What follows belongs to an exercise in optimizing a design on an open flow for small area and a short achievable clock period; a production flow would make more cautious choices. No activity file was given, so power comes from the tool's default toggle rates.

==> flow/design.v <==
module fixed_order_selector #(
  parameter int  SAMPLE_W   = 16,
  parameter int  BLOCK_SIZE = 4096,
  parameter int  MAX_ORDER  = 4,
  localparam int RES_W      = SAMPLE_W + MAX_ORDER,
  localparam int IDX_W      = $clog2(BLOCK_SIZE),
  localparam int SUM_W      = RES_W + IDX_W
) (
  input  logic                       iClock,
  input  logic                       iReset_n,
  input  logic                       iEnable,
  input  logic signed [SAMPLE_W-1:0] iSample,
  output logic [2:0]                 oBest,
  output logic [SUM_W-1:0]           oBestSum,
  output logic                       oValid,
  output logic                       oBlockStart
);
  localparam int W0 = SAMPLE_W;
  localparam int W1 = SAMPLE_W + 1;
  localparam int W2 = SAMPLE_W + 2;
  localparam int W3 = SAMPLE_W + 3;
  localparam int W4 = SAMPLE_W + 4;
  localparam int A0 = SAMPLE_W + IDX_W;        
  localparam int AK = SAMPLE_W + IDX_W - 1;    
  localparam int BW = SAMPLE_W + IDX_W;        
  logic [IDX_W-1:0] idx_r;    
  logic             bsn_r;    
  logic             en_r;     
  logic             f0;       
  logic             g1;       
  logic             last0;    
  logic [W0-1:0]    x_r;
  always_ff @(posedge iClock or negedge iReset_n) begin
    if (!iReset_n) begin
      idx_r <= '0;
      bsn_r <= 1'b0;
      en_r  <= 1'b0;
      last0 <= 1'b0;
    end else begin
      en_r  <= iEnable;
      last0 <= iEnable & (&idx_r);
      if (iEnable) begin
        idx_r <= idx_r + 1'b1;
        bsn_r <= !(&idx_r);
      end
    end
  end
  always_ff @(posedge iClock) begin
    x_r <= iSample & {W0{iEnable}};
    f0  <= iEnable & (idx_r == '0);
    g1  <= iEnable & (idx_r != '0);
  end
  assign oBlockStart = !bsn_r;
  logic t2_0, t3_0, t4_0, t5_0;
  assign t2_0 = !(idx_r == 12'd1 || idx_r == 12'd2);
  assign t3_0 = t2_0 && idx_r != 12'd3;
  assign t4_0 = t3_0 && idx_r != 12'd4;
  assign t5_0 = t4_0 && idx_r != 12'd5;
  logic [W1-1:0] d1;
  logic [W2-1:0] d2;
  logic [W3-1:0] d3;
  logic [W4-1:0] d4;
  logic [W0-1:0] p0;
  logic [W1-1:0] p1;
  logic [W2-1:0] p2;
  logic [W3-1:0] p3;
  logic          v1, v2, v3;
  logic          f1, f2, f3, f4;
  logic          g2, g3, g4;
  logic          t3_1, t4_1, t5_1, t4_2, t5_2, t5_3;
  logic [W1-1:0] n1;
  logic [W2-1:0] n2;
  logic [W3-1:0] n3;
  logic [W4-1:0] n4;
  skl_add #(W1) u_n1 (.a({x_r[W0-1], x_r}), .b(~{p0[W0-1], p0}), .ci(1'b1), .s(n1), .co());
  skl_add #(W2) u_n2 (.a({d1[W1-1], d1}),   .b(~{p1[W1-1], p1}), .ci(1'b1), .s(n2), .co());
  skl_add #(W3) u_n3 (.a({d2[W2-1], d2}),   .b(~{p2[W2-1], p2}), .ci(1'b1), .s(n3), .co());
  skl_add #(W4) u_n4 (.a({d3[W3-1], d3}),   .b(~{p3[W3-1], p3}), .ci(1'b1), .s(n4), .co());
  always_ff @(posedge iClock) begin
    v1 <= en_r;
    v2 <= v1;
    v3 <= v2;
    f1 <= g1 & !t2_0;
    g2 <= g1 &  t2_0;
    t3_1 <= t3_0;
    t4_1 <= t4_0;
    t5_1 <= t5_0;
    f2 <= g2 & !t3_1;
    g3 <= g2 &  t3_1;
    t4_2 <= t4_1;
    t5_2 <= t5_1;
    f3 <= g3 & !t4_2;
    g4 <= g3 &  t4_2;
    t5_3 <= t5_2;
    f4 <= g4 & !t5_3;
    d1 <= n1 & {W1{g1}};
    d2 <= n2 & {W2{g2}};
    d3 <= n3 & {W3{g3}};
    d4 <= n4 & {W4{g4}};
    if (en_r) p0 <= x_r;
    if (v1)   p1 <= d1;
    if (v2)   p2 <= d2;
    if (v3)   p3 <= d3;
  end
  logic [W0-2:0] lo0;  logic [A0-W0:0] hi0;  logic c0;
  logic [W1-2:0] lo1;  logic [AK-W1:0] hi1;  logic c1;  logic big1;
  logic [W2-2:0] lo2;  logic [AK-W2:0] hi2;  logic c2;  logic big2;
  logic [W3-2:0] lo3;  logic [AK-W3:0] hi3;  logic c3;  logic big3;
  logic [W4-2:0] lo4;  logic [AK-W4:0] hi4;  logic c4;  logic big4;
  logic [W0-2:0] sl0;  logic sc0;
  logic [W1-2:0] sl1;  logic sc1;
  logic [W2-2:0] sl2;  logic sc2;
  logic [W3-2:0] sl3;  logic sc3;
  logic [W4-2:0] sl4;  logic sc4;
  skl_add #(W0-1) u_a0 (.a(lo0 & {(W0-1){!f0}}), .b(x_r[W0-2:0] ^ {(W0-1){x_r[W0-1]}}), .ci(x_r[W0-1]), .s(sl0), .co(sc0));
  skl_add #(W1-1) u_a1 (.a(lo1 & {(W1-1){!f1}}), .b(d1[W1-2:0] ^ {(W1-1){d1[W1-1]}}),   .ci(d1[W1-1]),  .s(sl1), .co(sc1));
  skl_add #(W2-1) u_a2 (.a(lo2 & {(W2-1){!f2}}), .b(d2[W2-2:0] ^ {(W2-1){d2[W2-1]}}),   .ci(d2[W2-1]),  .s(sl2), .co(sc2));
  logic [W3-2:0] m3;
  logic [W4-2:0] m4;
  logic          k3a, k3b, k4a, k4b, k4c;
  logic          q3a, q3b, q4a, q4b, q4c;
  assign m3 = lo3 & {(W3-1){!f3}};
  assign m4 = lo4 & {(W4-1){!f4}};
  rca #(6) u_a3a (.a(m3[5:0]),   .b(d3[5:0]   ^ {6{d3[W3-1]}}), .ci(d3[W3-1]),  .s(sl3[5:0]),   .co(q3a));
  rca #(6) u_a3b (.a(m3[11:6]),  .b(d3[11:6]  ^ {6{d3[W3-1]}}), .ci(k3a & !f3), .s(sl3[11:6]),  .co(q3b));
  rca #(6) u_a3c (.a(m3[17:12]), .b(d3[17:12] ^ {6{d3[W3-1]}}), .ci(k3b & !f3), .s(sl3[17:12]), .co(sc3));
  rca #(5) u_a4a (.a(m4[4:0]),   .b(d4[4:0]   ^ {5{d4[W4-1]}}), .ci(d4[W4-1]),  .s(sl4[4:0]),   .co(q4a));
  rca #(5) u_a4b (.a(m4[9:5]),   .b(d4[9:5]   ^ {5{d4[W4-1]}}), .ci(k4a & !f4), .s(sl4[9:5]),   .co(q4b));
  rca #(5) u_a4c (.a(m4[14:10]), .b(d4[14:10] ^ {5{d4[W4-1]}}), .ci(k4b & !f4), .s(sl4[14:10]), .co(q4c));
  rca #(4) u_a4d (.a(m4[18:15]), .b(d4[18:15] ^ {4{d4[W4-1]}}), .ci(k4c & !f4), .s(sl4[18:15]), .co(sc4));
  always_ff @(posedge iClock) begin
    {c0, lo0} <= {sc0, sl0};
    {c1, lo1} <= {sc1, sl1};
    {c2, lo2} <= {sc2, sl2};
    {c3, lo3} <= {sc3, sl3};
    {c4, lo4} <= {sc4, sl4};
    k3a <= q3a;
    k3b <= q3b;
    k4a <= q4a;
    k4b <= q4b;
    k4c <= q4c;
    hi0 <= f0 ? '0 : hi0 + c0;
    {big1, hi1} <= f1 ? '0 : {big1, hi1} + c1 | {big1, {(AK-W1+1){1'b0}}};
    {big2, hi2} <= f2 ? '0 : {big2, hi2} + c2 | {big2, {(AK-W2+1){1'b0}}};
    {big3, hi3} <= f3 ? '0 : {big3, hi3} + c3 | {big3, {(AK-W3+1){1'b0}}};
    {big4, hi4} <= f4 ? '0 : {big4, hi4} + c4 | {big4, {(AK-W4+1){1'b0}}};
  end
  localparam int BL = 16;                  
  localparam int BH = BW - BL;             
  logic [8:0]    ph;      
  logic [BW-1:0] best;
  logic [2:0]    best_i;
  logic [BW-1:0] cand;
  logic          big;     
  logic          lt_lo;   
  logic          s1, s2, s3, s4;    
  always_ff @(posedge iClock or negedge iReset_n) begin
    if (!iReset_n) begin
      ph     <= '0;
      s1     <= 1'b0;
      s2     <= 1'b0;
      s3     <= 1'b0;
      s4     <= 1'b0;
      oValid <= 1'b0;
    end else begin
      ph     <= {ph[7:0], last0};
      s1     <= ph[0] | ph[1];
      s2     <= ph[2] | ph[3];
      s3     <= ph[4] | ph[5];
      s4     <= ph[6] | ph[7];
      oValid <= ph[8];
    end
  end
  always_comb begin
    cand[BL-1:0]  = ({BL{s1}} & lo1[BL-1:0])
                  | ({BL{s2}} & lo2[BL-1:0])
                  | ({BL{s3}} & lo3[BL-1:0])
                  | ({BL{s4}} & lo4[BL-1:0]);
    cand[BW-1:BL] = ({BH{ph[2]}} & {1'b0, hi1})
                  | ({BH{ph[4]}} & {1'b0, hi2, lo2[W2-2:BL]})
                  | ({BH{ph[6]}} & {1'b0, hi3, lo3[W3-2:BL]})
                  | ({BH{ph[8]}} & {1'b0, hi4, lo4[W4-2:BL]});
    big  = (ph[2] & big1) | (ph[4] & big2) | (ph[6] & big3) | (ph[8] & big4);
  end
  logic c_lo, lt_lo_n, lt;
  skl_add #(BL) u_cmp_lo (.a(best[BL-1:0]), .b(~cand[BL-1:0]), .ci(1'b0), .s(), .co(c_lo));
  always_ff @(posedge iClock) begin
    lt_lo <= c_lo;
  end
  skl_add #(BH) u_cmp_hi (.a(best[BW-1:BL]), .b(~cand[BW-1:BL]), .ci(lt_lo), .s(), .co(lt));
  logic take;
  assign take = (ph[2] | ph[4] | ph[6] | ph[8]) & !big & lt;
  logic          keep;
  logic [BW-1:0] best_nx;
  logic [2:0]    best_i_nx;
  assign keep = !(ph[0] | take);
  always_comb begin
    best_nx   = ({BW{ph[0]}} & {hi0 + c0, lo0})
              | ({BW{take}}  & cand)
              | ({BW{keep}}  & best);
    best_i_nx = ({3{take}} & {ph[8], ph[4] | ph[6], ph[2] | ph[6]})
              | ({3{keep}} & best_i);
  end
  always_ff @(posedge iClock) begin
    best   <= best_nx;
    best_i <= best_i_nx;
  end
  assign oBest    = best_i;
  assign oBestSum = {{(SUM_W-BW){1'b0}}, best};
endmodule
module skl_add #(
  parameter int N = 16
) (
  input  logic [N-1:0] a,
  input  logic [N-1:0] b,
  input  logic         ci,
  output logic [N-1:0] s,
  output logic         co
);
  localparam int L = $clog2(N + 1);
  logic [N:0] g [0:L];
  logic [N:0] p [0:L];
  always_comb begin
    g[0][0] = ci;
    p[0][0] = 1'b0;
    for (int i = 0; i < N; i++) begin
      g[0][i+1] = a[i] & b[i];
      p[0][i+1] = a[i] ^ b[i];
    end
    for (int l = 0; l < L; l++) begin
      for (int i = 0; i <= N; i++) begin
        if (((i >> l) & 1) == 1) begin
          g[l+1][i] = g[l][i] | (p[l][i] & g[l][((i >> l) << l) - 1]);
          p[l+1][i] = p[l][i] & p[l][((i >> l) << l) - 1];
        end else begin
          g[l+1][i] = g[l][i];
          p[l+1][i] = p[l][i];
        end
      end
    end
    for (int i = 0; i < N; i++) begin
      s[i] = p[0][i+1] ^ g[L][i];
    end
    co = g[L][N];
  end
endmodule
module rca #(
  parameter int N = 8
) (
  input  logic [N-1:0] a,
  input  logic [N-1:0] b,
  input  logic         ci,
  output logic [N-1:0] s,
  output logic         co
);
  logic [N:0] c;
  always_comb begin
    c[0] = ci;
    for (int i = 0; i < N; i++) begin
      s[i]   = a[i] ^ b[i] ^ c[i];
      c[i+1] = (a[i] & b[i]) | (a[i] & c[i]) | (b[i] & c[i]);
    end
    co = c[N];
  end
endmodule
==> flow/config.mk <==
export PLATFORM = sky130hd
export DESIGN_NAME = fixed_order_selector
export DESIGN_NICKNAME = fixed_order_selector
export VERILOG_FILES = /design/flow/design.v
export SDC_FILE = /design/flow/constraint.sdc
export NUM_CORES = 4
export LEC_CHECK = 0
export CAP_MARGIN = 20
export CORE_MARGIN = 2
export CORE_UTILIZATION = 60
export SLEW_MARGIN = 60
==> flow/constraint.sdc <==
create_clock -name core_clock -period 11.0 [get_ports {iClock}]
set_input_delay 2.2000 -clock core_clock [delete_from_list [all_inputs] [get_ports {iClock}]]
set_output_delay 2.2000 -clock core_clock [all_outputs]
set_load 0.01 [all_outputs]
standard.sh (not shown) runs the stock make flow with config.mk's settings and CLKGATE_MAP_FILE= SYNTH_SCRIPT=/design/flow/synth_recipe.tcl, a recipe that flattens the netlist after the stock synthesis.
==> flow/flow/run.sh <==
#!/bin/bash
set -euo pipefail
export BUFFER_PORTS_ARGS="-buffer_cell sky130_fd_sc_hd__buf_4"
export CTS_ARGS="-sink_clustering_enable -repair_clock_nets -sink_clustering_size 24 -sink_clustering_max_diameter 45 -buf_list sky130_fd_sc_hd__clkbuf_8 -root_buf sky130_fd_sc_hd__clkbuf_16 -dont_use_dummy_load"
bash standard.sh > standard.log 2>&1
The baseline went through all stages and came out clean.
Next try:
--- a/flow/design.v
+++ b/flow/design.v
@@ -172,15 +172,11 @@
     end
   end
   always_comb begin
-    cand[BL-1:0]  = ({BL{s1}} & lo1[BL-1:0])
-                  | ({BL{s2}} & lo2[BL-1:0])
-                  | ({BL{s3}} & lo3[BL-1:0])
-                  | ({BL{s4}} & lo4[BL-1:0]);
-    cand[BW-1:BL] = ({BH{ph[2]}} & {1'b0, hi1})
-                  | ({BH{ph[4]}} & {1'b0, hi2, lo2[W2-2:BL]})
-                  | ({BH{ph[6]}} & {1'b0, hi3, lo3[W3-2:BL]})
-                  | ({BH{ph[8]}} & {1'b0, hi4, lo4[W4-2:BL]});
-    big  = (ph[2] & big1) | (ph[4] & big2) | (ph[6] & big3) | (ph[8] & big4);
+    cand = ({BW{s1}} & {1'b0, hi1, lo1})
+         | ({BW{s2}} & {1'b0, hi2, lo2})
+         | ({BW{s3}} & {1'b0, hi3, lo3})
+         | ({BW{s4}} & {1'b0, hi4, lo4});
+    big  = (s1 & big1) | (s2 & big2) | (s3 & big3) | (s4 & big4);
   end
   logic c_lo, lt_lo_n, lt;
   skl_add #(BL) u_cmp_lo (.a(best[BL-1:0]), .b(~cand[BL-1:0]), .ci(1'b0), .s(), .co(c_lo));
Clock skew went down by 0.0060 ns.
Power went up by 1.1%.
Routed wire length went down by 0.88%.
Final area barely changes.
Worst hold slack gets better by 0.032 ns.
Die area went down by 0.43%.
Global-route usage went down by 0.62 points.
Flip-flop and latch count is unchanged.
Combinational power went up by about 2%.
Setup slack gets worse by 0.23 ns.
Synthesized area went down by 0.44%.
Sequential share of layout area hardly moves.
Function was not checked in any run of this note: the RTL went through the layout flow alone.

[afterwards: timing with drivers on the ports]
The results above use ideal ports. As a check the final layouts listed here were re-extracted and re-timed, cells and wires unchanged. Step 1 (the two cells are an assumption about what drives the block):
set clk [get_ports {iClock}]
set_driving_cell -lib_cell sky130_fd_sc_hd__clkbuf_16 $clk
set_driving_cell -lib_cell sky130_fd_sc_hd__buf_2 [delete_from_list [all_inputs] $clk]
Step 2 also shifts input and output timing later by t, the mid clock arrival at the registers, as if the neighbouring blocks saw the same clock. Slacks: no drivers / after step 1 / after step 2; pairs: no drivers / after step 1.
run	t (ns)	setup slack, ns	hold slack, ns	latest minus earliest clock arrival (ns)
the first run	0.560	7.550 / 7.550 / 7.550	0.307 / 0.307 / 0.307	0.070 / 0.069
the second run	0.567	7.325 / 7.325 / 7.325	0.339 / 0.339 / 0.339	0.063 / 0.063
After both steps setup and hold are still met in every run listed.
